What follows belongs to an exercise in optimizing a design on an open flow for small area, a short achievable clock period and few clock cycles per item; a production flow would make more cautious choices.
RTL that was checked went through simulation tests only; none was proved equivalent to the original.
Function not checked in run 7: the RTL went through the layout flow alone.

==> design/flow/design.v <==
module intra4x4_pred_engine #(
    parameter int PIX_W    = 8,
    parameter int BLK_COLS = 64,
    parameter int BLK_ROWS = 64,
    parameter int ADDR_W   = 14
) (
    input  logic                     clk,
    input  logic                     rst_n,
    input  logic                     start,
    input  logic [1:0]               mode_cfg,
    output logic                     fetch_req,
    output logic [ADDR_W-1:0]        fetch_addr,
    input  logic                     fetch_valid,
    input  logic [4*PIX_W-1:0]       fetch_data,
    output logic                     res_valid,
    input  logic                     res_ready,
    output logic [16*(PIX_W+1)-1:0]  res_data,
    output logic [1:0]               res_mode,
    output logic [PIX_W+3:0]         res_sad,
    output logic                     busy,
    output logic                     frame_done
);
    localparam int RES_W = PIX_W + 1;
    localparam int SAD_W = PIX_W + 4;
    localparam int ROW_W = 4 * PIX_W;
    localparam int COL_W = $clog2(BLK_COLS);
    localparam int BR_W  = $clog2(BLK_ROWS);
    localparam int CNT_W = BR_W + COL_W + 2;           
    localparam int NROWS = BLK_ROWS * BLK_COLS * 4;    
    localparam int RING  = BLK_COLS * 4;               
    localparam int LAG_W = $clog2(RING);
    localparam int WTAP  = 9;                          
    logic               running;        
    logic               idle;           
    logic               nreq;           
    logic               nvalid;         
    logic [1:0]         mode_q;
    logic [CNT_W-1:0]   fcnt;           
    logic               flast;          
    logic               fdone;          
    logic [CNT_W:0]     ecnt;           
    logic [LAG_W-1:0]   lag;            
    logic               lagz;           
    logic               lastres;        
    logic [ROW_W-1:0]   fifo [2];
    logic               wptr, rptr;
    logic [2:0]         fcount, fcount_n;   
    logic               fnz;            
    logic               to_x;           
    logic               from_f;         
    logic               xfer, ev, pop, hs;
    logic [1:0]         er;             
    logic               e_flush;        
    logic               e_flush_ok;     
    logic               e_res1;         
    logic               e_res;          
    assign xfer       = !nreq && fetch_valid;
    assign hs         = !nvalid && res_ready;
    assign er         = ecnt[1:0];
    assign e_flush    = ecnt[CNT_W];
    assign e_flush_ok = (ecnt[CNT_W-1:2] == '0);
    assign e_res1     = (er == 2'd2) && (ecnt[CNT_W:2] != '0);
    assign e_res      = (er == 2'd3) && (ecnt[CNT_W:2] != '0);
    assign ev         = !idle && lagz && (e_flush ? e_flush_ok : fnz) && !(e_res1 && !nvalid);
    assign pop        = ev && !e_flush;
    assign to_x       = (fcount == 3'd0) || (pop && fcount == 3'd1);
    assign from_f     = pop && (fcount >= 3'd2);
    logic [2:0]         fc_x, fc_nx;    
    logic               fr_x, fr_nx;    
    assign fc_x       = fcount + 3'd1 - 3'(pop);
    assign fc_nx      = fcount - 3'(pop);
    assign fcount_n   = xfer ? fc_x : fc_nx;
    assign fr_x       = !(fdone || flast) && (fc_x != 3'd3);
    assign fr_nx      = !fdone && (fc_nx != 3'd3);
    assign fetch_addr = {fcnt[CNT_W-1 -: BR_W], fcnt[1:0], fcnt[2 +: COL_W]};
    assign busy       = running;
    always_ff @(posedge clk or negedge rst_n) begin
        if (!rst_n) begin
            running    <= 1'b0;
            idle       <= 1'b1;
            nreq       <= 1'b1;
            nvalid     <= 1'b1;
            fetch_req  <= 1'b0;
            res_valid  <= 1'b0;
            frame_done <= 1'b0;
        end else begin
            frame_done <= hs && lastres;
            if (idle) begin
                if (start) begin
                    running   <= 1'b1;
                    idle      <= 1'b0;
                    nreq      <= 1'b0;
                    fetch_req <= 1'b1;
                end
            end else begin
                if (nreq) begin
                    fetch_req <= fr_nx;
                    nreq      <= !fr_nx;
                end else begin
                    fetch_req <= fetch_valid ? fr_x : 1'b1;
                    nreq      <= fetch_valid ? !fr_x : 1'b0;
                end
                if (ev && e_res) begin
                    res_valid <= 1'b1;
                    nvalid    <= 1'b0;
                end else if (hs) begin
                    res_valid <= 1'b0;
                    nvalid    <= 1'b1;
                    if (lastres) begin
                        running <= 1'b0;
                        idle    <= 1'b1;
                    end
                end
            end
        end
    end
    always_ff @(posedge clk) begin
        if (idle) begin
            mode_q    <= mode_cfg;
            fcnt      <= '0;
            flast     <= 1'b0;
            fdone     <= 1'b0;
            ecnt      <= '0;
            lag       <= '0;
            lagz      <= 1'b1;
            lastres   <= 1'b0;
            wptr      <= '0;
            rptr      <= '0;
            fcount    <= '0;
            fnz       <= 1'b0;
        end else begin
            if (xfer) begin
                fcnt     <= fcnt + CNT_W'(1);
                flast    <= (fcnt == CNT_W'(NROWS - 2));
                if (!to_x) wptr <= !wptr;
                if (flast) fdone <= 1'b1;
            end
            fcount <= fcount_n;
            fnz    <= xfer ? (fc_x != 3'd0) : (fc_nx != 3'd0);
            if (from_f) rptr <= !rptr;
            if (ev) ecnt <= ecnt_n;
            if (ev || ecnt == '0) begin
                lag  <= '0;
                lagz <= 1'b1;
            end else begin
                lag  <= lag + LAG_W'(1);
                lagz <= (lag == LAG_W'(RING - 1));
            end
            if (ev && e_res && e_flush) lastres <= 1'b1;
        end
    end
    logic [ROW_W-1:0]   x_row;
    always_ff @(posedge clk) begin
        if (!nreq) fifo[wptr] <= fetch_data;
        if (pop || fcount == 3'd0)
            x_row <= from_f ? fifo[rptr] : fetch_data;
    end
    logic [ROW_W-1:0]   chain [6];      
    logic [PIX_W-1:0]   lcol  [4];      
    logic [PIX_W-1:0]   dcr, dcr2;
    logic [PIX_W+1:0]   psum;
    logic [SAD_W-1:0]   acc [3];        
    logic [PIX_W-1:0]   mg  [3][4];     
    logic               sg  [3][4];     
    logic [1:0]         sel_q;
    logic [SAD_W-1:0]   sad_q;
    logic [PIX_W-1:0]   ring [RING];
    logic               ring_we;
    logic [PIX_W-1:0]   top_q [4];      
    logic [PIX_W+1:0]   sum_t_q;        
    assign ring_we = ev && e_res;
    always_ff @(posedge clk) begin
        for (int k = 0; k < RING; k++) begin
            if (k >= WTAP && k < WTAP + 4 && ring_we)
                ring[k] <= chain[3][(k - WTAP)*PIX_W +: PIX_W];
            else
                ring[k] <= ring[(k + RING - 1) % RING];
        end
        if (ev && er == 2'd3) begin
            for (int c = 0; c < 4; c++) top_q[c] <= ring[c];
        end
        sum_t_q <= (PIX_W+2)'(ring[RING - 1]) + (PIX_W+2)'(ring[0])
                 + (PIX_W+2)'(ring[1]) + (PIX_W+2)'(ring[2]);
    end
    always_ff @(posedge clk) begin
        if (ev) begin
            chain[0] <= x_row;
            for (int k = 1; k < 6; k++) chain[k] <= chain[k - 1];
            lcol[0] <= chain[5][ROW_W-1 -: PIX_W];
            for (int k = 1; k < 4; k++) lcol[k] <= lcol[k - 1];
        end
    end
    function automatic logic [PIX_W:0] rsub(input logic [PIX_W-1:0] a,
                                            input logic [PIX_W-1:0] b);
        logic cy;
        cy = 1'b1;
        for (int i = 0; i < PIX_W; i++) begin
            rsub[i] = a[i] ^ ~b[i] ^ cy;
            cy      = (a[i] & ~b[i]) | (cy & (a[i] ^ ~b[i]));
        end
        rsub[PIX_W] = ~cy;
    endfunction
    function automatic logic [PIX_W-1:0] mag(input logic [PIX_W:0] d);
        mag = d[PIX_W-1:0] ^ {PIX_W{d[PIX_W]}};
    endfunction
    logic [PIX_W-1:0]   pred_sad [3][4];
    logic [PIX_W:0]     dd [3][4];
    always_comb begin
        for (int c = 0; c < 4; c++) begin
            pred_sad[0][c] = dcr;
            pred_sad[1][c] = chain[3][ROW_W-1 -: PIX_W];    
            pred_sad[2][c] = top_q[c];
            for (int m = 0; m < 3; m++)
                dd[m][c] = rsub(x_row[c*PIX_W +: PIX_W], pred_sad[m][c]);
        end
    end
    logic               p_v, p_row0, p_row3, p_tav, p_lav;
    logic               a_v, a_tav, a_lav;
    logic [SAD_W-1:0]   acc_n [3];
    always_comb begin
        for (int m = 0; m < 3; m++) begin
            acc_n[m] = (p_row0 ? SAD_W'(0) : acc[m])
                     + SAD_W'(mg[m][0]) + SAD_W'(mg[m][1])
                     + SAD_W'(mg[m][2]) + SAD_W'(mg[m][3])
                     + SAD_W'(sg[m][0]) + SAD_W'(sg[m][1])
                     + SAD_W'(sg[m][2]) + SAD_W'(sg[m][3]);
        end
    end
    always_ff @(posedge clk) begin
        p_v    <= pop;
        p_row0 <= (er == 2'd0);
        p_row3 <= (er == 2'd3);
        p_tav  <= (ecnt[2 + COL_W +: BR_W] != '0);
        p_lav  <= (ecnt[2 +: COL_W] != '0);
        for (int m = 0; m < 3; m++) begin
            for (int c = 0; c < 4; c++) begin
                mg[m][c] <= mag(dd[m][c]);
                sg[m][c] <= dd[m][c][PIX_W];
            end
        end
        a_v   <= p_v && p_row3;
        a_tav <= p_tav;
        a_lav <= p_lav;
        if (p_v) begin
            for (int m = 0; m < 3; m++) acc[m] <= acc_n[m];
        end
    end
    logic [COL_W-1:0]   e_bc;
    logic [BR_W-1:0]    e_br;
    logic               n_tav, n_lav;   
    logic [CNT_W:0]     ecnt_n;
    logic [SAD_W-1:0]   dc_sum, dc_tmp;
    assign ecnt_n = ecnt + (CNT_W+1)'(1);
    assign e_bc   = ecnt_n[2 +: COL_W];
    assign e_br   = ecnt_n[2 + COL_W +: BR_W];
    always_ff @(posedge clk) begin
        if (idle) begin
            n_lav <= 1'b1;
            n_tav <= 1'b0;
        end else if (ev) begin
            n_lav <= (e_bc != COL_W'(BLK_COLS - 1));
            n_tav <= (e_br != '0) || (e_bc == COL_W'(BLK_COLS - 1));
        end
    end
    always_comb begin
        dc_sum = SAD_W'(psum) + SAD_W'(x_row[ROW_W-1 -: PIX_W]);
        if (n_tav && n_lav)  dc_tmp = (SAD_W'(sum_t_q) + dc_sum + SAD_W'(4)) >> 3;
        else if (n_tav)      dc_tmp = (SAD_W'(sum_t_q) + SAD_W'(2)) >> 2;
        else if (n_lav)      dc_tmp = (dc_sum + SAD_W'(2)) >> 2;
        else                 dc_tmp = SAD_W'(1) << (PIX_W - 1);
    end
    always_ff @(posedge clk) begin
        if (idle) begin
            dcr  <= 8'd128;                                  
        end else if (ev && er == 2'd3) begin
            dcr  <= dc_tmp[PIX_W-1:0];
            dcr2 <= dcr;
        end
        if (ev && er == 2'd2)
            psum <= (PIX_W+2)'(x_row[ROW_W-1 -: PIX_W])
                  + (PIX_W+2)'(chain[0][ROW_W-1 -: PIX_W])
                  + (PIX_W+2)'(chain[1][ROW_W-1 -: PIX_W]);
    end
    logic [1:0]         sel;
    logic [SAD_W-1:0]   sad_sel;
    logic               v_lt_dc, h_lt_dc, h_lt_v, pick_v, pick_h;
    always_comb begin
        v_lt_dc = acc[2] < acc[0];
        h_lt_dc = acc[1] < acc[0];
        h_lt_v  = acc[1] < acc[2];
        pick_v  = a_tav && v_lt_dc;
        pick_h  = a_lav && (pick_v ? h_lt_v : h_lt_dc);
        sel = 2'b00;
        case (mode_q)
            2'b01: if (a_lav) sel = 2'b01;
            2'b10: if (a_tav) sel = 2'b10;
            2'b11: sel = pick_h ? 2'b01 : (pick_v ? 2'b10 : 2'b00);
            default: sel = 2'b00;
        endcase
        case (sel)
            2'b01:   sad_sel = acc[1];
            2'b10:   sad_sel = acc[2];
            default: sad_sel = acc[0];
        endcase
    end
    always_ff @(posedge clk) begin
        if (a_v) begin
            sel_q <= sel;
            sad_q <= sad_sel;
        end
    end
    logic [PIX_W-1:0]   tv [4];         
    logic [PIX_W-1:0]   pa_pred [4], pb_pred [4];
    logic [4*RES_W-1:0] res_a, res_b;
    always_comb begin
        for (int c = 0; c < 4; c++) begin
            tv[c] = e_res1 ? ring[c + 7] : ring[c + 8];
            case (sel_q)
                2'b01: begin
                    pa_pred[c] = lcol[3];
                    pb_pred[c] = lcol[1];
                end
                2'b10: begin
                    pa_pred[c] = tv[c];
                    pb_pred[c] = tv[c];
                end
                default: begin
                    pa_pred[c] = dcr2;
                    pb_pred[c] = dcr2;
                end
            endcase
            res_a[c*RES_W +: RES_W] = rsub(chain[5][c*PIX_W +: PIX_W], pa_pred[c]);
            res_b[c*RES_W +: RES_W] = rsub(chain[3][c*PIX_W +: PIX_W], pb_pred[c]);
        end
    end
    always_ff @(posedge clk) begin
        if (ev && e_res1) begin
            res_data[0*4*RES_W +: 4*RES_W] <= res_a;
            res_data[2*4*RES_W +: 4*RES_W] <= res_b;
            res_mode <= sel_q;
            res_sad  <= sad_q;
        end
        if (ev && e_res) begin
            res_data[1*4*RES_W +: 4*RES_W] <= res_a;
            res_data[3*4*RES_W +: 4*RES_W] <= res_b;
        end
    end
endmodule
==> design/flow/flow/run.sh <==
#!/bin/bash
# Standard ORFS layout with a larger setup repair margin, no CTS dummy loads, clkbuf_8 sink clusters.
bash standard.sh SETUP_SLACK_MARGIN=14.6 "CTS_ARGS=-sink_clustering_enable -repair_clock_nets -dont_use_dummy_load -sink_clustering_size 20 -sink_clustering_max_diameter 45 -buf_list sky130_fd_sc_hd__clkbuf_8 -root_buf sky130_fd_sc_hd__clkbuf_16" finish > standard.log 2>&1
==> design/flow/standard.sh <==
#!/bin/bash
# synth_recipe.tcl (not shown) runs the flow's synth.tcl, then flattens the netlist and writes it again
# the make line also repeats each setting of config.mk as NAME=value (left out here)
make -C /OpenROAD-flow-scripts/flow DESIGN_CONFIG=/design/flow/config.mk WORK_HOME=/design/flow/orfs CLKGATE_MAP_FILE= SYNTH_SCRIPT=/design/flow/synth_recipe.tcl "${@:-finish}"
==> design/flow/config.mk <==
export PLATFORM = sky130hd
export DESIGN_NAME = intra4x4_pred_engine
export DESIGN_NICKNAME = intra4x4_pred_engine
export VERILOG_FILES = /design/flow/design.v
export SDC_FILE = /design/flow/constraint.sdc
export NUM_CORES = 4
export LEC_CHECK = 0
export CAP_MARGIN = 20
export CORE_MARGIN = 2
export CORE_UTILIZATION = 60
export SLEW_MARGIN = 20
==> design/flow/constraint.sdc <==
create_clock -name core_clock -period 20.0 [get_ports {clk}]
set_input_delay 4.0000 -clock core_clock [delete_from_list [all_inputs] [get_ports {clk}]]
set_output_delay 4.0000 -clock core_clock [all_outputs]
set_load 0.01 [all_outputs]
==> flow_summary.yaml, run 1 <==
synthesis:
  synth_commonest_cells: "dfxtp_1 (2,232), edfxtp_1 (580), inv_1 (247)"
  yosysMostFrequentCell: "dfxtp_1"
  syn_nets: 5000
  netlist-cell-type-count: 68
  ys_async_sr_fraction: 0.00248
  syn_inst: 4568
  synth_area_leaders: "dfxtp_1 (58%), edfxtp_1 (23%), fa_1 (6.4%)"
  syn_area_um2: 76900
  synth_top_area_cell: "dfxtp_1"
  syn_avg_cell_area_um2: 16.8
  synth-main-ff-cell: "dfxtp_1"
  synth_edf_count: 580
  ys_seq_area_frac: 0.810
  yosysTopAreaCellShare: 0.581
  ys_seq_elements: 2819
  synth_warnings: 266
timing:
  skew_ps: 94.3
  rsz0062_at_grt: "true"
  setup_slack_ps: 14660
  setup_tns_ps: 0
  setup_viol: 0
  finalHoldViolations: 0
  fmax_mhz: 187
  slew_headroom: 0.293
  final_max_slew_viol_count: 0
  period_share: 0.267
  tightestPinTransition_ps: 1060
  hold_ws_ps: 269
  finalCriticalPeriod_ps: 5340
outcome:
  status: "complete, no violations"
placement:
  port_buffers: 214
  hpwl_um: 80200
  post_dp_cell_area_um2: 81000
  gp_congestion: 0.810
  dpl_worst_slack_ps: 14300
critical_path:
  cp_cell_sequence: "buf_2"
  path_buf_inv: 1
  crit_type: "reg -> out"
  slowest_stage: "edfxtp_1"
  critPathMaxStageDelay_ps: 410
  critPathRequiredTime_ps: 16000
  arrival_ps: 1340
  start_kind: "flip-flop"
  crit_family: "flip-flops"
  worstPathMaxFanout: 1
  endpoint_kind: "primary output"
cts:
  cts_tree: "done"
  clk_pin_slew_ps: 110
  root_buffer: "clkbuf_16"
  clk_latency_ps: 760
  clock-sinks: 2819
  clockBufferDepth: 3
  cts_buffers: 200
  htree_levels: 4
drt:
  wl_per_cell_um: 18.0
  drt.antenna.violating_nets: 0
  num_vias: 31300
  dr.pass1.iters: 5
  drt_iter0_markers: 1855
  drc_errors: 0
  wl_um: 119000
  vias_per_cell: 4.74
floorplanning:
  core_um2: 127000
  fp-row-count: 131
  start_util: 0.604
  dieArea_um2: 131000
  io_pins: 215
  die_width_um: 362
  die_y_um: 362
global_routing:
  grt_remaining_overflow: 0
  grtUsageTotal: 0.186
  grt_max_degree: 102
  antenna_found_initial: 10
  grt_pass1_vias: 31800
  grt_pass1_wl_um: 185000
job:
  timing.max_cap.violations: 0
min_path:
  hp-class: "reg -> reg"
layout:
  final_cell_area_um2: 83100
  fillers: 9135
  syn_to_final_growth_pct: 7.98
  drive_gt1_frac: 0.0971
  layout.nets: 5369
==> per-stage QoR <==
| step | std cells | util |
|---|---|---|
| after floorplan | 4568 | - |
| after global placement | 6391 | 0.636 |
| after detailed placement | 6391 | 0.636 |
| after CTS | 6597 | 0.653 |
| after global routing | 6597 | 0.652 |
| final | 6598 | 0.652 |
==> final cells by class <==
type                       instances  area [um^2]  share of cell area
antenna                            1         2.50           0.0000301
inverter                         248          943              0.0114
multi-input combinational       1430        13400               0.162
sequential                      2819        62300               0.750
tap                             1662         2080              0.0250
clock buffer                     200         2760              0.0333
timing repair buffer             238         1530              0.0184
==> logic make-up after synthesis <==
| group | share of synthesized area |
|---|---|
| and+or+nand+nor | 0.0262 |
| xor gates and xnor gates | 0.0232 |
| DFF | 0.810 |
| AOI/OAI and AO/OA | 0.0261 |
| muxes | 0.0103 |
| buffers and inverters | 0.0166 |
| adders and majority gates | 0.0879 |
==> what timing repair did <==
| action | in CTS | in global routing |
|---|---|---|
| setup endpoints to repair | 184 | 40 |
| hold buffers | 0 | 0 |
| pin swaps | 0 | 0 |
| resized for setup | 694 | 16 |
| buffers inserted | 6 | 0 |
| endpoints found under the hold margin | 0 | 0 |
==> state kept, by name, indices dropped and copies added (netlist names), 14 cells and up, named ones only <==
signal,cells
ecnt,15
ring,2048
acc,36
res_data,144
mg,96
fifo,64
top_q,32
chain,192
x_row,32
lcol,32
fcnt,14
==> layer usage <==
layer  up-vias  wire length, um  global-route usage  part of all wire
li1      15500                -                   -                 -
met1     15000            59600               0.281              0.50
met2       499            51400               0.276              0.43
met3       217             5430              0.0380             0.046
met4        16             2410              0.0489             0.020
met5         -              115                   0           0.00097
==> final timing paths <==
path	start	to	slack, ps	depth (start not counted)
min in group asynchronous	rst_n	running$_DFFE_PN0P_	3500	1
min reg2reg	ring[250][2]$_DFF_P_	ring[251][2]$_DFF_P_	270	0
min	ring[250][2]$_DFF_P_	ring[251][2]$_DFF_P_	270	0
max reg2reg	ecnt[2]$_SDFFE_PP0P_	res_data[142]$_DFFE_PP_	14900	20
max	res_data[71]$_DFFE_PP_	res_data[71]	14660	1
max in group asynchronous	rst_n	nreq$_DFFE_PN1P_	16150	1
==> cells in the final DEF (no fill, tap or decap), drive strengths merged, types with 11 or more instances in the layout <==
cell	count
xnor2	69
xor2	135
a21oi	114
mux2	33
nor3	17
nand2b	17
o21ai	96
inv	247
clkbuf	205
dfxtp	2232
nor2	108
clkdlybuf4s15	13
nand2	181
nand4	12
a21o	33
clkdlybuf4s50	38
buf	182
ha	149
o21bai	12
a21boi	16
a221oi	18
mux2i	33
nand3	31
nor2b	30
fa	244
edfxtp	580
and3	11
Testbench counts, summed over its fixed seeds: cycles 262,256, blocks 65,536.
==> run 2, diff against run 1 <==
==> design/flow/flow/run.sh (replaced) <==
#!/bin/bash
# Standard ORFS layout with a larger setup repair margin, no CTS dummy loads, clkbuf_8 sink clusters.
bash standard.sh SETUP_SLACK_MARGIN=14.8 "CTS_ARGS=-sink_clustering_enable -repair_clock_nets -dont_use_dummy_load -sink_clustering_size 16 -sink_clustering_max_diameter 50 -buf_list sky130_fd_sc_hd__clkbuf_8 -root_buf sky130_fd_sc_hd__clkbuf_16" finish > standard.log 2>&1
==> run 2 against run 1 <==
Worst hold slack better by 15 ps. Synthesized cell count stayed put. Via count is 1.2% higher. Sequential cell count stayed put. Critical path depth stayed put. Clock skew is 11 ps higher. Non-clock buffer count is 14 higher. Largest cell class unchanged. Highest routed layer unchanged.
==> flow_summary.yaml, run 2 <==
global_routing:
  gr-usage-met1: 0.274
  use_met3: 0.0428
  antenna_found_initial: 13
  grt_pass1_vias: 32200
  busiest_layer: "met1"
  grt_pass1_wl_um: 184000
  grt_remaining_overflow: 0
  grt_use_met2: 0.271
  grt_max_degree: 155
  grtUsageTotal: 0.185
synthesis:
  synth_top_area_cell: "dfxtp_1"
  syn_area_um2: 76900
  synth_warnings: 266
  synth-main-ff-cell: "dfxtp_1"
  yosysMostFrequentCell: "dfxtp_1"
  ys_seq_area_frac: 0.810
  ys_async_sr_fraction: 0.00248
  ys_seq_elements: 2819
  syn_inst: 4568
  synth_edf_count: 580
  yosysTopAreaCellShare: 0.581
  syn_nets: 5000
  synth_area_leaders: "dfxtp_1 (58%), edfxtp_1 (23%), fa_1 (6.4%)"
  syn_avg_cell_area_um2: 16.8
  netlist-cell-type-count: 68
  synth_commonest_cells: "dfxtp_1 (2,232), edfxtp_1 (580), inv_1 (247)"
floorplanning:
  die_y_um: 362
  start_util: 0.604
  core_um2: 127000
  fp-row-count: 131
  die_width_um: 362
  io_pins: 215
  dieArea_um2: 131000
timing:
  final_max_slew_viol_count: 0
  finalHoldViolations: 0
  setup_tns_ps: 0
  finalCriticalPeriod_ps: 5300
  setup_viol: 0
  slew_headroom: 0.284
  period_share: 0.265
  setup_slack_ps: 14700
  hold_ws_ps: 284
  skew_ps: 105
  tightestPinTransition_ps: 1070
  rsz0062_at_grt: "true"
  fmax_mhz: 189
drt:
  wl_per_cell_um: 17.9
  dr.pass1.iters: 5
  drt.antenna.violating_nets: 0
  vias_per_cell: 4.78
  wl_um: 119000
  drc_errors: 0
  drt_iter0_markers: 1993
  num_vias: 31600
cts:
  cts_tree: "done"
  clk_latency_ps: 770
  clock-sinks: 2819
  root_buffer: "clkbuf_16"
  htree_levels: 4
  cts_buffers: 214
  holdBufCountCts: 0
  clk_pin_slew_ps: 90
  clockBufferDepth: 3
outcome:
  status: "complete, no violations"
placement:
  gp_congestion: 0.811
  hpwl_um: 79500
  dpl_worst_slack_ps: 13590
  post_dp_cell_area_um2: 81000
  port_buffers: 214
critical_path:
  path_buf_inv: 1
  crit_type: "reg -> out"
  arrival_ps: 1300
  slowest_stage: "dfrtp_1"
  crit_family: "flip-flops"
  start_kind: "flip-flop"
  endpoint_kind: "primary output"
  critPathMaxStageDelay_ps: 410
  worstPathMaxFanout: 2
  critPathRequiredTime_ps: 16000
  cp_cell_sequence: "buf_6"
job:
  timing.max_cap.violations: 0
layout:
  final_cell_area_um2: 83400
  layout.nets: 5397
  final_util: 0.655
  final_common_cell: "dfxtp_1"
  syn_to_final_growth_pct: 8.43
  final_cell_mix: "dfxtp_1 (2,217), edfxtp_1 (580), inv_1 (247)"
  drive_gt1_frac: 0.103
  top_register: "ring"
  top_regs: "ring x2048, chain x192, res_data x144"
  largest_reg_flops: 2048
min_path:
  hp-class: "reg -> reg"
## run 2: layer usage
| metal | vias up | wire, um |
|---|---|---|
| met4 | 16 | 3320 |
| met2 | 581 | 50900 |
| li1 | 15600 | - |
| met3 | 205 | 5920 |
| met1 | 15300 | 58500 |
| met5 | - | 116 |
## run 2: worst paths after layout
check / startpoint / to / slack (ps) / cells after the start
max: res_valid$_DFFE_PN0P_ / res_valid / 14700 / 1
min: ring[180][7]$_DFF_P_ / ring[181][7]$_DFF_P_ / 280 / 0
max reg2reg: ecnt[2]$_SDFFE_PP0P_ / res_data[25]$_DFFE_PP_ / 15070 / 20
min reg2reg: ring[180][7]$_DFF_P_ / ring[181][7]$_DFF_P_ / 280 / 0
max in group asynchronous: rst_n / nreq$_DFFE_PN1P_ / 16180 / 1
min in group asynchronous: rst_n / res_valid$_DFFE_PN0P_ / 3500 / 1
## run 2: kinds of logic after synthesis
kind of cell               share of synthesized area
and+or+nand+nor                               0.0262
xor gates and xnor gates                      0.0232
buffers and inverters                         0.0166
adders and majority gates                     0.0879
DFF                                            0.810
AOI/OAI and AO/OA                             0.0261
muxes                                         0.0103
## run 2: area by class of cell
type	instances	area, um^2
fill	9047	44000
inverter	248	943
antenna	1	2.50
multi-input combinational	1430	13400
sequential	2819	62300
timing repair buffer	252	1670
clock buffer	214	2960
tap	1662	2080
## run 2: through the flow
| step | std cells |
|---|---|
| after detailed placement | 6389 |
| after CTS | 6616 |
| final | 6626 |
| after global placement | 6388 |
| after global routing | 6625 |
| after floorplan | 4568 |
## run 2: what timing repair did
item	CTS	global route
resized for setup	744	7
buffers inserted	13	9
gates cloned	0	0
pin swaps	0	1
endpoints found under the setup margin	203	200
==> run 3, diff against run 2 <==
--- a/design/flow/design.v
+++ b/design/flow/design.v
@@ -160,8 +160,8 @@
     logic [PIX_W-1:0]   dcr, dcr2;
     logic [PIX_W+1:0]   psum;
     logic [SAD_W-1:0]   acc [3];        
-    logic [PIX_W-1:0]   mg  [3][4];     
-    logic               sg  [3][4];     
+    logic [PIX_W:0]     pr  [3][2];     
+    logic               sg  [3][2];     
     logic [1:0]         sel_q;
     logic [SAD_W-1:0]   sad_q;
     logic [PIX_W-1:0]   ring [RING];
@@ -220,10 +220,8 @@
     always_comb begin
         for (int m = 0; m < 3; m++) begin
             acc_n[m] = (p_row0 ? SAD_W'(0) : acc[m])
-                     + SAD_W'(mg[m][0]) + SAD_W'(mg[m][1])
-                     + SAD_W'(mg[m][2]) + SAD_W'(mg[m][3])
-                     + SAD_W'(sg[m][0]) + SAD_W'(sg[m][1])
-                     + SAD_W'(sg[m][2]) + SAD_W'(sg[m][3]);
+                     + SAD_W'(pr[m][0]) + SAD_W'(pr[m][1])
+                     + SAD_W'(sg[m][0]) + SAD_W'(sg[m][1]);
         end
     end
     always_ff @(posedge clk) begin
@@ -233,9 +231,10 @@
         p_tav  <= (ecnt[2 + COL_W +: BR_W] != '0);
         p_lav  <= (ecnt[2 +: COL_W] != '0);
         for (int m = 0; m < 3; m++) begin
-            for (int c = 0; c < 4; c++) begin
-                mg[m][c] <= mag(dd[m][c]);
-                sg[m][c] <= dd[m][c][PIX_W];
+            for (int h = 0; h < 2; h++) begin
+                pr[m][h] <= (PIX_W+1)'(mag(dd[m][2*h])) + (PIX_W+1)'(mag(dd[m][2*h+1]))
+                          + (PIX_W+1)'(dd[m][2*h][PIX_W]);
+                sg[m][h] <= dd[m][2*h+1][PIX_W];
             end
         end
         a_v   <= p_v && p_row3;
==> design/flow/flow/run.sh (replaced) <==
#!/bin/bash
# Standard ORFS layout with a larger setup repair margin, no CTS dummy loads, clkbuf_8 sink
# clusters, and buf_2 port buffers.
bash standard.sh SETUP_SLACK_MARGIN=14.6 "BUFFER_PORTS_ARGS=-buffer_cell sky130_fd_sc_hd__buf_2" "CTS_ARGS=-sink_clustering_enable -repair_clock_nets -dont_use_dummy_load -sink_clustering_size 16 -sink_clustering_max_diameter 50 -buf_list sky130_fd_sc_hd__clkbuf_8 -root_buf sky130_fd_sc_hd__clkbuf_16" finish > standard.log 2>&1
==> run 3 against run 2 <==
Wire length grew 4.8%. Still clean on timing, DRC and antenna. Sequential share of layout area is 0.71 points lower. Critical path type unchanged. Clock-buffer cell count is 3 lower. Die area fell by 0.68%. Worst hold slack got worse by 16 ps. Utilization increased by 0.28 points. First-iteration DRC count up 14%. Global-route usage increased by 0.95 points.
==> flow_summary.yaml, run 3 <==
critical_path:
  crit_family: "flip-flops"
  start_kind: "flip-flop"
  path_buf_inv: 1
  critPathMaxStageDelay_ps: 430
  slowest_stage: "edfxtp_1"
  cp_cell_sequence: "buf_6"
  critPathRequiredTime_ps: 16000
  arrival_ps: 1350
  worstPathMaxFanout: 1
  crit_type: "reg -> out"
  endpoint_kind: "primary output"
job:
  timing.max_cap.violations: 0
synthesis:
  syn_avg_cell_area_um2: 16.4
  ys_seq_elements: 2771
  syn_area_um2: 76400
  syn_inst: 4665
  yosysMostFrequentCell: "dfxtp_1"
  synth_top_area_cell: "dfxtp_1"
  synth_edf_count: 580
  synth_warnings: 266
  synth_commonest_cells: "dfxtp_1 (2,184), edfxtp_1 (580), inv_1 (269)"
  yosysTopAreaCellShare: 0.572
  ys_async_sr_fraction: 0.00253
  syn_nets: 5088
  ys_seq_area_frac: 0.803
  synth-main-ff-cell: "dfxtp_1"
  synth_area_leaders: "dfxtp_1 (57%), edfxtp_1 (23%), fa_1 (5.4%)"
  netlist-cell-type-count: 65
layout:
  layout.nets: 5517
  final_cell_mix: "dfxtp_1 (2,168), edfxtp_1 (580), inv_1 (267)"
  final_common_cell: "dfxtp_1"
  ff_latch_area_um2: 61400
  drive_gt1_frac: 0.111
  final_cells: 6743
  final_util: 0.658
  top_register: "ring"
  fillers: 8986
  top_regs: "ring x2048, chain x192, res_data x144"
  largest_reg_flops: 2048
  syn_to_final_growth_pct: 8.53
  multi_input_area_um2: 13900
  final_cell_area_um2: 82900
placement:
  dpl_worst_slack_ps: 13940
  hpwl_um: 82300
  gp_congestion: 0.855
  post_dp_cell_area_um2: 79400
  port_buffers: 214
  dp.cells: 6476
timing:
  tightestPinTransition_ps: 1060
  finalHoldViolations: 0
  setup_tns_ps: 0
  final_max_slew_viol_count: 0
  setup_slack_ps: 14650
  fmax_mhz: 187
  rsz0062_at_grt: "true"
  finalCriticalPeriod_ps: 5350
  slew_headroom: 0.294
  setup_viol: 0
  skew_ps: 116
  period_share: 0.267
drt:
  wl_per_cell_um: 18.4
  num_vias: 32900
  drt.antenna.violating_nets: 0
  drt_iter0_markers: 2278
  drc_errors: 0
  wl_um: 124000
  dr.pass1.iters: 5
  vias_per_cell: 4.88
global_routing:
  antenna_found_initial: 9
  grt_pass1_wl_um: 191000
  grt_remaining_overflow: 0
  grtUsageTotal: 0.194
  grt_max_degree: 170
  grt_pass1_vias: 32600
cts:
  holdBufCountCts: 0
  cts_buffers: 211
  cts_tree: "done"
  htree_levels: 4
  clockBufferDepth: 3
  root_buffer: "clkbuf_16"
  clk_pin_slew_ps: 90
  clock-sinks: 2771
  clk_latency_ps: 780
floorplanning:
  die_y_um: 361
  fp-row-count: 130
  start_util: 0.606
  core_um2: 126000
  io_pins: 215
  dieArea_um2: 130000
  die_width_um: 361
min_path:
  hp-class: "reg -> reg"
outcome:
  status: "complete, no violations"
run 3: changes by cell type after synthesis, sizes merged, moves of 21 or more:
cell   change
a21o      +24
a21oi     +21
dfxtp     -48
fa        -39
ha        +30
inv       +24
o21ai     +24
xnor2     +65
xor2      -36
run 3: area by class of cell:
cell class / instances / share of cell area
flip-flops and latches: 2771 / 0.740
multi-input cells: 1555 / 0.168
clock buffers: 211 / 0.0352
well taps: 1650 / 0.0249
repair buffers: 283 / 0.0200
inverters: 272 / 0.0123
diodes: 1 / 0.0000302
run 3: timing repair:
item                                    in CTS  in global routing
endpoints found under the setup margin      57                 46
resized for setup                           37                 23
setup buffers                                8                 47
pin swaps                                    0                  8
run 3: cell families after synthesis:
logic type      Yosys count  share of synthesized area
simple gates            441                     0.0263
compound gates          423                     0.0337
mux                      72                    0.00999
flops                  2771                      0.803
fa+ha+maj               385                     0.0832
buf+inv                 339                     0.0171
xor+xnor                234                     0.0270
run 3: per-layer routing:
metal / up-vias / track usage / share of wire
met2: 732 / 0.278 / 0.42
met3: 253 / 0.0423 / 0.055
met1: 15900 / 0.294 / 0.49
met4: 6 / 0.0699 / 0.032
li1: 16000 / - / -
met5: - / 0 / 0.00033
run 3: worst paths after layout:
kind                                             start             endpoint  slack, ps  cells past startpoint
worst max register to register     x_row[24]$_DFFE_PP_     pr[1][7]$_DFF_P_      14780                     21
max in group asynchronous                        rst_n   nvalid$_DFFE_PN1P_      16700                      1
worst max-delay path            res_data[50]$_DFFE_PP_         res_data[50]      14650                      1
worst min-delay path               ring[39][6]$_DFF_P_  ring[40][6]$_DFF_P_        270                      0
min in group asynchronous                        rst_n  running$_DFFE_PN0P_       3060                      1
worst min register to register     ring[39][6]$_DFF_P_  ring[40][6]$_DFF_P_        270                      0
run 3: stage by stage:
| step | hold WS (ps) |
|---|---|
| after floorplan | 310 |
| after global placement | 310 |
| after detailed placement | 312 |
| after CTS | 248 |
| after global routing | 272 |
| final | 268 |
Testbench counts of run 3, summed over its fixed seeds: cycles 262,256, blocks 65,536.
==> run 4, diff against run 3 <==
==> design/flow/flow/run.sh (replaced) <==
#!/bin/bash
# Standard ORFS layout with a larger setup repair margin, no CTS dummy loads, clkbuf_8 / clkbuf_16 tree.
bash standard.sh SETUP_SLACK_MARGIN=14.6 "CTS_ARGS=-sink_clustering_enable -repair_clock_nets -dont_use_dummy_load -sink_clustering_size 16 -sink_clustering_max_diameter 50 -buf_list {sky130_fd_sc_hd__clkbuf_8 sky130_fd_sc_hd__clkbuf_16} -root_buf sky130_fd_sc_hd__clkbuf_16" finish > standard.log 2>&1
==> run 4 against run 3 <==
Still clean. Final area increased by 2.9%. Sequential share of layout area decreased by 2.1 points. Sequential cell count unchanged. Final cell count decreased by 0.33%. Clock skew decreased by 30 ps. First-iteration DRC count decreased by 1.4%. Setup slack improved by 16 ps. Non-clock buffer count decreased by 17. Fmax increased by 0.30%. Critical path type unchanged. Highest routed layer unchanged.
==> flow_summary.yaml, run 4 <==
drt:
  drc_errors: 0
  drt.antenna.violating_nets: 0
  vias_per_cell: 4.89
  dr.pass1.iters: 5
  num_vias: 32900
  wl_per_cell_um: 18.5
  drt_iter0_markers: 2246
  wl_um: 124000
global_routing:
  antenna_found_initial: 8
  grt_pass1_wl_um: 192000
  grt_pass1_vias: 32900
  grtUsageTotal: 0.194
  grt_remaining_overflow: 0
  grt_max_degree: 156
layout:
  top_regs: "ring x2048, chain x192, res_data x144"
  fillers: 8775
  syn_to_final_growth_pct: 11.6
  drive_gt1_frac: 0.101
  top_register: "ring"
  final_cells: 6721
  layout.nets: 5496
  final_util: 0.676
  antenna_cells: 0
  largest_reg_flops: 2048
  final_cell_mix: "dfxtp_1 (2,168), edfxtp_1 (580), inv_1 (266)"
  final_common_cell: "dfxtp_1"
synthesis:
  syn_inst: 4665
  synth-main-ff-cell: "dfxtp_1"
  synth_top_area_cell: "dfxtp_1"
  yosysMostFrequentCell: "dfxtp_1"
  syn_area_um2: 76400
  ys_seq_area_frac: 0.803
  synth_commonest_cells: "dfxtp_1 (2,184), edfxtp_1 (580), inv_1 (269)"
  syn_avg_cell_area_um2: 16.4
  netlist-cell-type-count: 65
  ys_seq_elements: 2771
  synth_warnings: 266
  ys_async_sr_fraction: 0.00253
  synth_edf_count: 580
  yosysTopAreaCellShare: 0.572
  syn_nets: 5088
  synth_area_leaders: "dfxtp_1 (57%), edfxtp_1 (23%), fa_1 (5.4%)"
critical_path:
  reg2reg_slack_ps: 14800
  critPathMaxStageDelay_ps: 390
  slowest_stage: "edfxtp_1"
  endpoint_kind: "primary output"
  worstPathMaxFanout: 1
  crit_type: "reg -> out"
  arrival_ps: 1330
  crit_family: "flip-flops"
  cp_cell_sequence: "buf_2"
  path_buf_inv: 1
  start_kind: "flip-flop"
  critPathRequiredTime_ps: 16000
timing:
  finalHoldViolations: 0
  setup_tns_ps: 0
  setup_slack_ps: 14670
  tightestPinTransition_ps: 1090
  finalCriticalPeriod_ps: 5330
  setup_viol: 0
  period_share: 0.267
  fmax_mhz: 188
  rsz0062_at_grt: "true"
  hold_ws_ps: 253
  skew_ps: 85.9
  slew_headroom: 0.274
  final_max_slew_viol_count: 0
min_path:
  hp-class: "reg -> reg"
floorplanning:
  die_y_um: 361
  die_width_um: 361
  fp-row-count: 130
  io_pins: 215
  start_util: 0.606
  dieArea_um2: 130000
  core_um2: 126000
placement:
  port_buffers: 214
  dpl_worst_slack_ps: 13560
  dp.cells: 6479
  hpwl_um: 81300
  gp_congestion: 0.829
job:
  timing.max_cap.violations: 0
cts:
  clockBufferDepth: 3
  holdBufCountCts: 0
  cts_tree: "done"
  clock-sinks: 2771
  root_buffer: "clkbuf_16"
  clk_latency_ps: 790
  htree_levels: 4
  clk_pin_slew_ps: 70
  cts_buffers: 207
outcome:
  status: "complete, no violations"
## run 4: cell counts after synthesis
Identical to the previous run, type by type.
## run 4: cells by family after synthesis
group | Yosys count | share of synthesized area
muxes | 72 | 0.00999
buffers and inverters | 339 | 0.0171
AOI/OAI and AO/OA | 423 | 0.0337
and+or+nand+nor | 441 | 0.0263
DFF | 2771 | 0.803
xor gates and xnor gates | 234 | 0.0270
adders and majority gates | 385 | 0.0832
## run 4: timing repair
item | CTS | global route
hold endpoints to repair | 0 | 0
buffers inserted | 7 | 28
pin swaps | 1 | 9
endpoints found under the setup margin | 188 | 81
gates resized for setup | 729 | 36
## run 4: layout make-up
class	count	area, um^2	area share
Inverter	272	1020	0.0120
Sequential cell	2771	61300	0.719
Tap cell	1650	2060	0.0242
Timing Repair Buffer	266	1730	0.0202
Multi-Input combinational cell	1555	13900	0.163
Clock buffer	207	5180	0.0607
## run 4: per-layer routing
layer | vias to the layer above | wire length [um] | global-route usage
met2 | 652 | 53500 | 0.283
li1 | 16000 | - | -
met1 | 15900 | 61500 | 0.297
met3 | 223 | 6110 | 0.0358
met4 | 4 | 3170 | 0.0591
met5 | - | 27 | 0
## run 4: path summary, 6_finish.rpt
check	startpoint	endpoint	depth (start not counted)
worst max-delay path	res_sad[1]$_DFFE_PP_	res_sad[1]	1
worst min-delay path	ring[165][3]$_DFF_P_	ring[166][3]$_DFF_P_	0
worst max register to register	x_row[24]$_DFFE_PP_	pr[1][8]$_DFF_P_	22
worst min register to register	ring[165][3]$_DFF_P_	ring[166][3]$_DFF_P_	0
max in group asynchronous	rst_n	nreq$_DFFE_PN1P_	1
min in group asynchronous	rst_n	running$_DFFE_PN0P_	1
## run 4: through the flow
stage	cell area, um^2
floorplan	76400
global placement	80500
detailed placement	80500
CTS	84900
global route	85300
finish	85300
==> run 5, diff against run 4 <==
==> design/flow/flow/run.sh (replaced) <==
#!/bin/bash
# Standard ORFS layout with a larger setup repair margin, no CTS dummy loads, clkbuf_8 sink clusters.
bash standard.sh SETUP_SLACK_MARGIN=14.6 "CTS_ARGS=-sink_clustering_enable -repair_clock_nets -dont_use_dummy_load -sink_clustering_size 12 -sink_clustering_max_diameter 40 -buf_list sky130_fd_sc_hd__clkbuf_8 -root_buf sky130_fd_sc_hd__clkbuf_16" finish > standard.log 2>&1
==> run 5 against run 4 <==
Die area unchanged. Worst hold slack improved by 35 ps. Global-route usage increased by 0.094 points. Non-clock buffer count up 11. Wire length grew 0.33%. Setup slack improved by 3.4 ps. Fmax barely moved. Largest cell class unchanged. Highest routed layer unchanged.
==> flow_summary.yaml, run 5 <==
outcome:
  status: "complete, no violations"
synthesis:
  synth_top_area_cell: "dfxtp_1"
  synth_warnings: 266
  ys_seq_elements: 2771
  syn_area_um2: 76400
  netlist-cell-type-count: 65
  ys_async_sr_fraction: 0.00253
  synth_edf_count: 580
  syn_avg_cell_area_um2: 16.4
  synth_area_leaders: "dfxtp_1 (57%), edfxtp_1 (23%), fa_1 (5.4%)"
  synth-main-ff-cell: "dfxtp_1"
  synth_commonest_cells: "dfxtp_1 (2,184), edfxtp_1 (580), inv_1 (269)"
  ys_seq_area_frac: 0.803
  syn_inst: 4665
  yosysMostFrequentCell: "dfxtp_1"
  syn_nets: 5088
  yosysTopAreaCellShare: 0.572
critical_path:
  cp_cell_sequence: "buf_2"
  ff2ff_path_depth: 22
  crit_start: "res_data[104]$_DFFE_PP_"
  reg2reg_to: "pr[0][8]$_DFF_P_"
  worstPathMaxFanout: 1
  start_kind: "flip-flop"
  path_buf_inv: 1
  crit_type: "reg -> out"
  slowest_stage: "edfxtp_1"
  critPathMaxStageDelay_ps: 400
  endpoint_kind: "primary output"
  crit_family: "flip-flops"
  r2r-start: "x_row[8]$_DFFE_PP_"
  reg2reg_slack_ps: 14760
  arrival_ps: 1330
  critPathRequiredTime_ps: 16000
floorplanning:
  die_y_um: 361
  io_pins: 215
  core_um2: 126000
  die_width_um: 361
  start_util: 0.606
  dieArea_um2: 130000
  fp-row-count: 130
layout:
  final_cell_area_um2: 84800
  final_common_cell: "dfxtp_1"
  final_util: 0.673
  final_cell_mix: "dfxtp_1 (2,167), edfxtp_1 (580), clkbuf_8 (275)"
  largest_reg_flops: 2048
  syn_to_final_growth_pct: 11.0
  fillers: 8891
  final_cells: 6834
  top_regs: "ring x2048, chain x192, res_data x144"
  drive_gt1_frac: 0.121
  layout.nets: 5608
  top_register: "ring"
cts:
  htree_levels: 5
  clock-sinks: 2771
  cts_tree: "done"
  clk_latency_ps: 800
  clockBufferDepth: 4
  root_buffer: "clkbuf_16"
  holdBufCountCts: 0
  cts_buffers: 308
  clk_pin_slew_ps: 70
placement:
  hpwl_um: 81300
  dp.cells: 6479
  port_buffers: 214
  gp_congestion: 0.829
  post_dp_cell_area_um2: 80500
drt:
  dr_wl_met3_um: 6870
  drt_iter0_markers: 2080
  vias_per_cell: 4.88
  drc_errors: 0
  wl_um: 125000
  wl_met2_um: 52300
  wl_per_cell_um: 18.3
  top_layer: "met5"
  drt.antenna.violating_nets: 0
  dr.pass1.iters: 7
  wl_met1_um: 61100
  num_vias: 33300
timing:
  setup_tns_ps: 0
  period_share: 0.266
  final_max_slew_viol_count: 0
  finalCriticalPeriod_ps: 5330
  rsz0062_at_grt: "true"
  skew_ps: 76.2
  fmax_mhz: 188
  finalHoldViolations: 0
  setup_viol: 0
  slew_headroom: 0.268
  tightestPinTransition_ps: 1100
job:
  timing.max_cap.violations: 0
global_routing:
  grt_remaining_overflow: 0
  antenna_found_initial: 7
  grt_pass1_wl_um: 193000
  grtUsageTotal: 0.195
  grt_max_degree: 156
  grt_pass1_vias: 33700
min_path:
  holdCritStartpoint: "ring[165][3]$_DFF_P_"
  hp-class: "reg -> reg"
  hold_end: "ring[166][3]$_DFF_P_"
  whs_path_depth: 0
==> run 5: final cells by class <==
cell class,count,area (um^2),share of cell area
flip-flops and latches,2771,61400,0.723
multi-input cells,1555,13900,0.164
clock buffers,308,4610,0.0544
well taps,1650,2060,0.0243
repair buffers,277,1820,0.0214
inverters,272,1020,0.0121
diodes,1,2.50,0.0000295
==> run 5: worst max-delay path by stage <==
stage / cells past startpoint / endpoint / slack, ps
finish: 1 / res_data[104] / 14670
global route: 22 / pr[0][8]$_DFF_P_ / 14550
CTS: 1 / fetch_addr[5] / 14460
detailed placement: 7 / fcnt[11]$_SDFFE_PP0P_ / 13560
global placement: 7 / fcnt[9]$_SDFFE_PP0P_ / 13580
floorplan: 6 / fcnt[9]$_SDFFE_PP0P_ / 14810
==> run 5: cell families after synthesis <==
logic type               synth area share
flip-flops                          0.803
AND/OR/NAND/NOR                    0.0263
AO/OA/AOI/OAI                      0.0337
adder cells (fa/ha/maj)            0.0832
buffers and inverters              0.0171
XOR/XNOR                           0.0270
multiplexers                      0.00999
==> run 5: timing repair <==
action | CTS | global route
pin swaps | 1 | 11
setup buffers | 10 | 36
resized for setup | 736 | 36
endpoints found under the setup margin | 189 | 77
==> run 5: routing by layer <==
layer / vias to the layer above / GRT usage
li1: 16200 / -
met5: - / 0
met4: 4 / 0.0815
met3: 312 / 0.0413
met1: 16000 / 0.295
met2: 735 / 0.275
==> run 5: metrics by stage <==
stage          worst slack, ps  hold slack (ps)
6_report                 14670              288
3_3_place_gp             13580              310
3_5_place_dp             13560              312
5_1_grt                  14550              287
4_1_cts                  14460              283
2_1_floorplan            14810              310
==> run 5: worst reg2reg max path: cells and delay by family, from the launching register on <==
family                   cells  cell delay, ps
AO/OA/AOI/OAI                6            1020
XOR/XNOR                     1             220
adder cells (fa/ha/maj)      9            3080
buffers and inverters        4             310
flip-flops                   1             400
AND/OR/NAND/NOR              2             130
==> run 6, diff against run 5 <==
==> design/flow/flow/run.sh (replaced) <==
#!/bin/bash
# Standard ORFS layout with a larger setup repair margin, no CTS dummy loads, clkbuf_8 sink clusters.
bash standard.sh SETUP_SLACK_MARGIN=14.6 "CTS_ARGS=-sink_clustering_enable -repair_clock_nets -dont_use_dummy_load -sink_clustering_size 16 -sink_clustering_max_diameter 50 -buf_list sky130_fd_sc_hd__clkbuf_8 -root_buf sky130_fd_sc_hd__clkbuf_16" finish > standard.log 2>&1
==> run 6 against run 5 <==
Still clean on timing, DRC and antenna. First-iteration DRC count is 4.8% higher. Setup slack gained 17 ps. Clock-buffer cell count shrank 101. Wire length shrank 1.6%. Final cell count fell by 1.6%. Final area shrank 2.1%. Die area did not move. Critical path depth is the same. Register-to-register slack gained 30 ps.
==> flow_summary.yaml, run 6 <==
outcome:
  status: "complete, no violations"
synthesis:
  synth_warnings: 266
  yosysTopAreaCellShare: 0.572
  ys_seq_elements: 2771
  yosysMostFrequentCell: "dfxtp_1"
  synth_top_area_cell: "dfxtp_1"
  syn_avg_cell_area_um2: 16.4
  syn_nets: 5088
  synth-main-ff-cell: "dfxtp_1"
  synth_area_leaders: "dfxtp_1 (57%), edfxtp_1 (23%), fa_1 (5.4%)"
  syn_inst: 4665
  synth_commonest_cells: "dfxtp_1 (2,184), edfxtp_1 (580), inv_1 (269)"
  netlist-cell-type-count: 65
  synth_edf_count: 580
  syn_area_um2: 76400
  ys_async_sr_fraction: 0.00253
  ys_seq_area_frac: 0.803
timing:
  hold_ws_ps: 230
  skew_ps: 114
  setup_viol: 0
  final_max_slew_viol_count: 0
  rsz0062_at_grt: "true"
  period_share: 0.266
  slew_headroom: 0.264
  finalHoldViolations: 0
  fmax_mhz: 188
  finalCriticalPeriod_ps: 5310
  setup_tns_ps: 0
  tightestPinTransition_ps: 1100
placement:
  hpwl_um: 81300
  port_buffers: 214
  gp_congestion: 0.829
job:
  timing.max_cap.violations: 0
layout:
  fillers: 9031
  layout.nets: 5500
  final_common_cell: "dfxtp_1"
  drive_gt1_frac: 0.102
  largest_reg_flops: 2048
  top_regs: "ring x2048, chain x192, res_data x144"
  syn_to_final_growth_pct: 8.65
  final_cell_mix: "dfxtp_1 (2,168), edfxtp_1 (580), inv_1 (266)"
  top_register: "ring"
critical_path:
  worstPathMaxFanout: 1
  cp.depth: 1
  path_buf_inv: 1
  cp_cell_sequence: "buf_2"
  arrival_ps: 1310
  slowest_stage: "edfxtp_1"
  crit_type: "reg -> out"
  crit_start: "res_sad[1]$_DFFE_PP_"
  r2r-start: "x_row[8]$_DFFE_PP_"
  critPathRequiredTime_ps: 16000
  critPathMaxStageDelay_ps: 400
  ff2ff_path_depth: 22
  cp-endpoint: "res_sad[1]"
  reg2reg_slack_ps: 14790
  endpoint_kind: "primary output"
  reg2reg_to: "pr[0][8]$_DFF_P_"
  start_kind: "flip-flop"
  crit_family: "flip-flops"
cts:
  clk_latency_ps: 770
  cts_tree: "done"
  clockBufferDepth: 3
  root_buffer: "clkbuf_16"
  clock-sinks: 2771
  htree_levels: 4
  clk_pin_slew_ps: 100
  holdBufCountCts: 0
  cts_buffers: 207
drt:
  wl_per_cell_um: 18.2
  drt.antenna.violating_nets: 0
  wl_um: 123000
  dr.pass1.iters: 5
  drc_errors: 0
  drt_iter0_markers: 2180
  num_vias: 32700
  vias_per_cell: 4.86
floorplanning:
  die_y_um: 361
  io_pins: 215
  die_width_um: 361
  start_util: 0.606
  fp-row-count: 130
  dieArea_um2: 130000
  core_um2: 126000
global_routing:
  grtUsageTotal: 0.192
  grt_remaining_overflow: 0
  grt_pass1_wl_um: 189000
  grt_max_degree: 156
  antenna_found_initial: 8
  grt_pass1_vias: 32500
min_path:
  hp-class: "reg -> reg"
[run 6: worst min-delay path by stage]
stage,slack [ps],cells after the start,endpoint,startpoint
after CTS,230,0,ring[166][3]$_DFF_P_,ring[165][3]$_DFF_P_
final,230,0,ring[166][3]$_DFF_P_,ring[165][3]$_DFF_P_
after global placement,310,0,ring[177][0]$_DFF_P_,ring[176][0]$_DFF_P_
after floorplan,310,0,a_lav$_DFF_P_,p_lav$_DFF_P_
after detailed placement,310,0,ring[128][4]$_DFF_P_,ring[127][4]$_DFF_P_
after global routing,240,0,ring[21][3]$_DFF_P_,ring[20][3]$_DFF_P_
[run 6: cell families after synthesis]
| logic type | synth area share |
|---|---|
| flip-flops | 0.803 |
| adder cells (fa/ha/maj) | 0.0832 |
| AND/OR/NAND/NOR | 0.0263 |
| multiplexers | 0.00999 |
| buffers and inverters | 0.0171 |
| AO/OA/AOI/OAI | 0.0337 |
| XOR/XNOR | 0.0270 |
[run 6: layout make-up]
cell class / instances / area [um^2] / share of cell area
clock buffers: 207 / 2860 / 0.0345
repair buffers: 270 / 1760 / 0.0212
inverters: 272 / 1020 / 0.0123
well taps: 1650 / 2060 / 0.0249
flip-flops and latches: 2771 / 61400 / 0.739
multi-input cells: 1555 / 13900 / 0.168
diodes: 2 / 5.00 / 0.0000603
[run 6: metal layers]
metal,vias to the layer above,track usage,share of wire
li1,16000,-,-
met1,15900,0.297,0.50
met2,632,0.274,0.42
met3,204,0.0362,0.047
met4,4,0.0610,0.026
met5,-,0,0.00022
[run 6: repair_timing]
| action | 4_1_cts | 5_1_grt |
|---|---|---|
| gates resized for setup | 726 | 37 |
| endpoints found under the hold margin | 0 | 0 |
| pin swaps | 1 | 10 |
| endpoints found under the setup margin | 189 | 43 |
| buffers inserted | 10 | 29 |
[run 6: through the flow]
stage | cells | util | setup slack [ps] | cell area (um^2)
finish | 6727 | 0.658 | 14690 | 83000
global route | 6725 | 0.658 | 14520 | 83000
CTS | 6696 | 0.656 | 14440 | 82600
detailed placement | 6479 | 0.639 | 13560 | 80500
global placement | 6478 | 0.639 | 13580 | 80500
floorplan | 4665 | - | 14810 | 76400
==> run 7, diff against run 6 <==
--- a/design/flow/design.v
+++ b/design/flow/design.v
@@ -158,7 +158,6 @@
     logic [ROW_W-1:0]   chain [6];      
     logic [PIX_W-1:0]   lcol  [4];      
     logic [PIX_W-1:0]   dcr, dcr2;
-    logic [PIX_W+1:0]   psum;
     logic [SAD_W-1:0]   acc [3];        
     logic [PIX_W:0]     pr  [3][2];     
     logic               sg  [3][2];     
@@ -167,7 +166,6 @@
     logic [PIX_W-1:0]   ring [RING];
     logic               ring_we;
     logic [PIX_W-1:0]   top_q [4];      
-    logic [PIX_W+1:0]   sum_t_q;        
     assign ring_we = ev && e_res;
     always_ff @(posedge clk) begin
         for (int k = 0; k < RING; k++) begin
@@ -179,8 +177,6 @@
         if (ev && er == 2'd3) begin
             for (int c = 0; c < 4; c++) top_q[c] <= ring[c];
         end
-        sum_t_q <= (PIX_W+2)'(ring[RING - 1]) + (PIX_W+2)'(ring[0])
-                 + (PIX_W+2)'(ring[1]) + (PIX_W+2)'(ring[2]);
     end
     always_ff @(posedge clk) begin
         if (ev) begin
@@ -248,7 +244,7 @@
     logic [BR_W-1:0]    e_br;
     logic               n_tav, n_lav;   
     logic [CNT_W:0]     ecnt_n;
-    logic [SAD_W-1:0]   dc_sum, dc_tmp;
+    logic [SAD_W-1:0]   sum_t, sum_l, dc_tmp;
     assign ecnt_n = ecnt + (CNT_W+1)'(1);
     assign e_bc   = ecnt_n[2 +: COL_W];
     assign e_br   = ecnt_n[2 + COL_W +: BR_W];
@@ -262,10 +258,12 @@
         end
     end
     always_comb begin
-        dc_sum = SAD_W'(psum) + SAD_W'(x_row[ROW_W-1 -: PIX_W]);
-        if (n_tav && n_lav)  dc_tmp = (SAD_W'(sum_t_q) + dc_sum + SAD_W'(4)) >> 3;
-        else if (n_tav)      dc_tmp = (SAD_W'(sum_t_q) + SAD_W'(2)) >> 2;
-        else if (n_lav)      dc_tmp = (dc_sum + SAD_W'(2)) >> 2;
+        sum_t = SAD_W'(ring[0]) + SAD_W'(ring[1]) + SAD_W'(ring[2]) + SAD_W'(ring[3]);
+        sum_l = SAD_W'(x_row[ROW_W-1 -: PIX_W]) + SAD_W'(chain[0][ROW_W-1 -: PIX_W])
+              + SAD_W'(chain[1][ROW_W-1 -: PIX_W]) + SAD_W'(chain[2][ROW_W-1 -: PIX_W]);
+        if (n_tav && n_lav)  dc_tmp = (sum_t + sum_l + SAD_W'(4)) >> 3;
+        else if (n_tav)      dc_tmp = (sum_t + SAD_W'(2)) >> 2;
+        else if (n_lav)      dc_tmp = (sum_l + SAD_W'(2)) >> 2;
         else                 dc_tmp = SAD_W'(1) << (PIX_W - 1);
     end
     always_ff @(posedge clk) begin
@@ -275,10 +273,6 @@
             dcr  <= dc_tmp[PIX_W-1:0];
             dcr2 <= dcr;
         end
-        if (ev && er == 2'd2)
-            psum <= (PIX_W+2)'(x_row[ROW_W-1 -: PIX_W])
-                  + (PIX_W+2)'(chain[0][ROW_W-1 -: PIX_W])
-                  + (PIX_W+2)'(chain[1][ROW_W-1 -: PIX_W]);
     end
     logic [1:0]         sel;
     logic [SAD_W-1:0]   sad_sel;
==> run 7 against run 6 <==
Clock-buffer cell count up 3. Setup slack worse by 42 ps. Critical path depth is the same. Sequential cell count decreased by 20. Sequential share of layout area shrank 0.51 points. Worst hold slack gained 23 ps. Clock skew is 9.0 ps lower. Synthesized area shrank 0.27%.
==> flow_summary.yaml, run 7 <==
synthesis:
  synth_top_area_cell: "dfxtp_1"
  syn_area_um2: 76200
  synth-main-ff-cell: "dfxtp_1"
  ys_seq_area_frac: 0.798
  synth_edf_count: 570
  syn_avg_cell_area_um2: 16.2
  synth_warnings: 266
  syn_nets: 5111
  syn_inst: 4689
  ys_seq_elements: 2751
  synth_area_leaders: "dfxtp_1 (57%), edfxtp_1 (22%), fa_1 (5.5%)"
  yosysTopAreaCellShare: 0.571
  netlist-cell-type-count: 78
  synth_commonest_cells: "dfxtp_1 (2,174), edfxtp_1 (570), inv_1 (327)"
  ys_async_sr_fraction: 0.00254
  yosysMostFrequentCell: "dfxtp_1"
cts:
  clock-sinks: 2751
  clk_latency_ps: 790
  clk_pin_slew_ps: 100
  clockBufferDepth: 3
  root_buffer: "clkbuf_16"
  cts_tree: "done"
  cts_buffers: 210
  htree_levels: 4
job:
  timing.max_cap.violations: 0
floorplanning:
  start_util: 0.606
  fp-row-count: 130
  dieArea_um2: 130000
  io_pins: 215
  die_y_um: 360
  die_width_um: 360
  core_um2: 126000
placement:
  port_buffers: 214
  gp_congestion: 0.818
  hpwl_um: 79400
layout:
  ff_latch_area_um2: 60800
  top_regs: "ring x2048, chain x192, res_data x144"
  final_common_cell: "dfxtp_1"
  largest_reg_flops: 2048
  multi_input_area_um2: 13900
  fillers: 8957
  drive_gt1_frac: 0.107
  top_register: "ring"
  layout.nets: 5545
  final_cell_mix: "dfxtp_1 (2,159), edfxtp_1 (570), inv_1 (323)"
  syn_to_final_growth_pct: 8.80
timing:
  final_max_slew_viol_count: 0
  skew_ps: 105
  period_share: 0.268
  setup_viol: 0
  slew_headroom: 0.298
  rsz0062_at_grt: "true"
  finalCriticalPeriod_ps: 5360
  finalHoldViolations: 0
  tightestPinTransition_ps: 1050
  setup_tns_ps: 0
  hold_ws_ps: 253
  fmax_mhz: 187
drt:
  wl_per_cell_um: 17.7
  dr.pass1.iters: 5
  drt_iter0_markers: 2119
  vias_per_cell: 4.80
  drt.antenna.violating_nets: 0
  drc_errors: 0
  num_vias: 32500
  wl_um: 120000
critical_path:
  critPathMaxStageDelay_ps: 440
  cp.depth: 1
  crit_start: "res_valid$_DFFE_PN0P_"
  ff2ff_path_depth: 21
  path_buf_inv: 1
  cp_cell_sequence: "buf_2"
  cp-endpoint: "res_valid"
  r2r-start: "x_row[16]$_DFFE_PP_"
  start_kind: "flip-flop"
  endpoint_kind: "primary output"
  crit_family: "flip-flops"
  arrival_ps: 1360
  reg2reg_slack_ps: 14850
  worstPathMaxFanout: 2
  crit_type: "reg -> out"
  critPathRequiredTime_ps: 16000
  slowest_stage: "dfrtp_1"
  reg2reg_to: "pr[3][8]$_DFF_P_"
global_routing:
  grt_pass1_vias: 32500
  grtUsageTotal: 0.188
  antenna_found_initial: 5
  grt_pass1_wl_um: 186000
  grt_remaining_overflow: 0
  grt_max_degree: 92
min_path:
  whs_path_depth: 0
  hp-class: "reg -> reg"
outcome:
  status: "complete, no violations"
[run 7: changes by cell type in the layout (fill, tap and decap cells not counted), sizes merged, moves of 8 or more]
cell,change
edfxtp,-10
o21bai,-8
buf,+8
nand3,-9
nor2,+11
clkbuf,+11
dfxtp,-10
inv,+58
a21o,-10
[run 7: worst min path at each step]
stage / endpoint / slack (ps) / startpoint
after global placement: ring[22][2]$_DFF_P_ / 310 / ring[21][2]$_DFF_P_
final: ring[158][2]$_DFF_P_ / 250 / ring[157][2]$_DFF_P_
after global routing: ring[25][2]$_DFF_P_ / 260 / ring[24][2]$_DFF_P_
after detailed placement: ring[106][4]$_DFF_P_ / 310 / ring[105][4]$_DFF_P_
after floorplan: a_lav$_DFF_P_ / 310 / p_lav$_DFF_P_
after CTS: ring[158][2]$_DFF_P_ / 230 / ring[157][2]$_DFF_P_
[run 7: metal layers]
layer / wire length (um) / part of all wire / track usage / vias up
met2: 50500 / 0.42 / 0.270 / 622
li1: - / - / - / 16000
met1: 60700 / 0.51 / 0.289 / 15600
met5: 12 / 0.00010 / 0 / -
met3: 5870 / 0.049 / 0.0404 / 217
met4: 2900 / 0.024 / 0.0557 / 2
[run 7: area by class of cell]
class	instances	share of cell area
inverter	330	0.0151
antenna	1	0.0000302
clock buffer	210	0.0350
timing repair buffer	291	0.0233
tap	1650	0.0249
sequential	2751	0.734
multi-input combinational	1539	0.168
[run 7: worst register-to-register path, delay by kind of cell (launching register included)]
family | cells | cell delay [ps]
buf+inv | 3 | 320
flops | 1 | 550
fa+ha+maj | 9 | 2890
compound gates | 4 | 630
xor+xnor | 1 | 210
simple gates | 4 | 400
[run 7: through the flow]
| stage | cell area (um^2) | utilization | setup slack, ps | instances |
|---|---|---|---|---|
| floorplan | 76200 | - | 14810 | 4689 |
| global placement | 80200 | 0.638 | 14100 | 6501 |
| detailed placement | 80200 | 0.638 | 14130 | 6501 |
| CTS | 82500 | 0.656 | 14470 | 6725 |
| global route | 82900 | 0.659 | 14540 | 6771 |
| finish | 82900 | 0.659 | 14640 | 6772 |
[run 7: repair_timing]
| item | 4_1_cts | 5_1_grt |
|---|---|---|
| pin swaps | 0 | 8 |
| hold buffers | 0 | 0 |
| endpoints found under the setup margin | 179 | 85 |
| buffers inserted | 14 | 46 |
| hold endpoints to repair | 0 | 0 |
| gates resized for setup | 696 | 45 |
[run 7: cell families after synthesis]
family | after synthesis | synth area share
adders and majority gates | 383 | 0.0837
muxes | 71 | 0.0109
DFF | 2751 | 0.798
buffers and inverters | 399 | 0.0210
xor gates and xnor gates | 229 | 0.0265
AOI/OAI and AO/OA | 396 | 0.0316
and+or+nand+nor | 460 | 0.0281

==> what the ideal ports hide <==
In the flow no input, the clock included, has a driving cell. The finished layouts below were timed again as built, in two steps.
Step 1 sets driving cells, clkbuf_16 on the clock port and buf_2 on the other inputs (assumed; they add their load-dependent delay and slew).
Step 2 adds t to the input delays and takes it off the output delays; t is the mean of the earliest and latest rising clock arrival at the registers after step 1. Input paths then give back, and output paths get back, about the clock's delay inside the block.
Slacks: ideal ports / drivers / drivers and shift; pairs: ideal ports / drivers.
run | shift t [ns] | slack for setup (ns) | clock arrival spread, ns | slew at the worst register clock pin (ns)
run 1 | 0.798 | 14.659 / 14.581 / 14.288 | 0.106 / 0.106 | 0.11 / 0.11
run 2 | 0.798 | 14.705 / 14.628 / 14.216 | 0.115 / 0.115 | 0.10 / 0.10
run 3 | 0.805 | 14.651 / 14.569 / 14.323 | 0.123 / 0.124 | 0.10 / 0.10
run 4 | 0.832 | 14.667 / 14.591 / 14.049 | 0.097 / 0.097 | 0.07 / 0.07
run 5 | 0.838 | 14.670 / 14.594 / 14.053 | 0.082 / 0.082 | 0.08 / 0.08
run 6 | 0.792 | 14.687 / 14.611 / 14.034 | 0.120 / 0.121 | 0.10 / 0.10
run 7 | 0.805 | 14.644 / 14.566 / 14.112 | 0.128 / 0.128 | 0.10 / 0.10
After both steps every run listed still meets setup and hold. For run 6, which loses most, drivers alone change the setup slack by -0.076 ns; drivers and shift together by -0.653 ns.
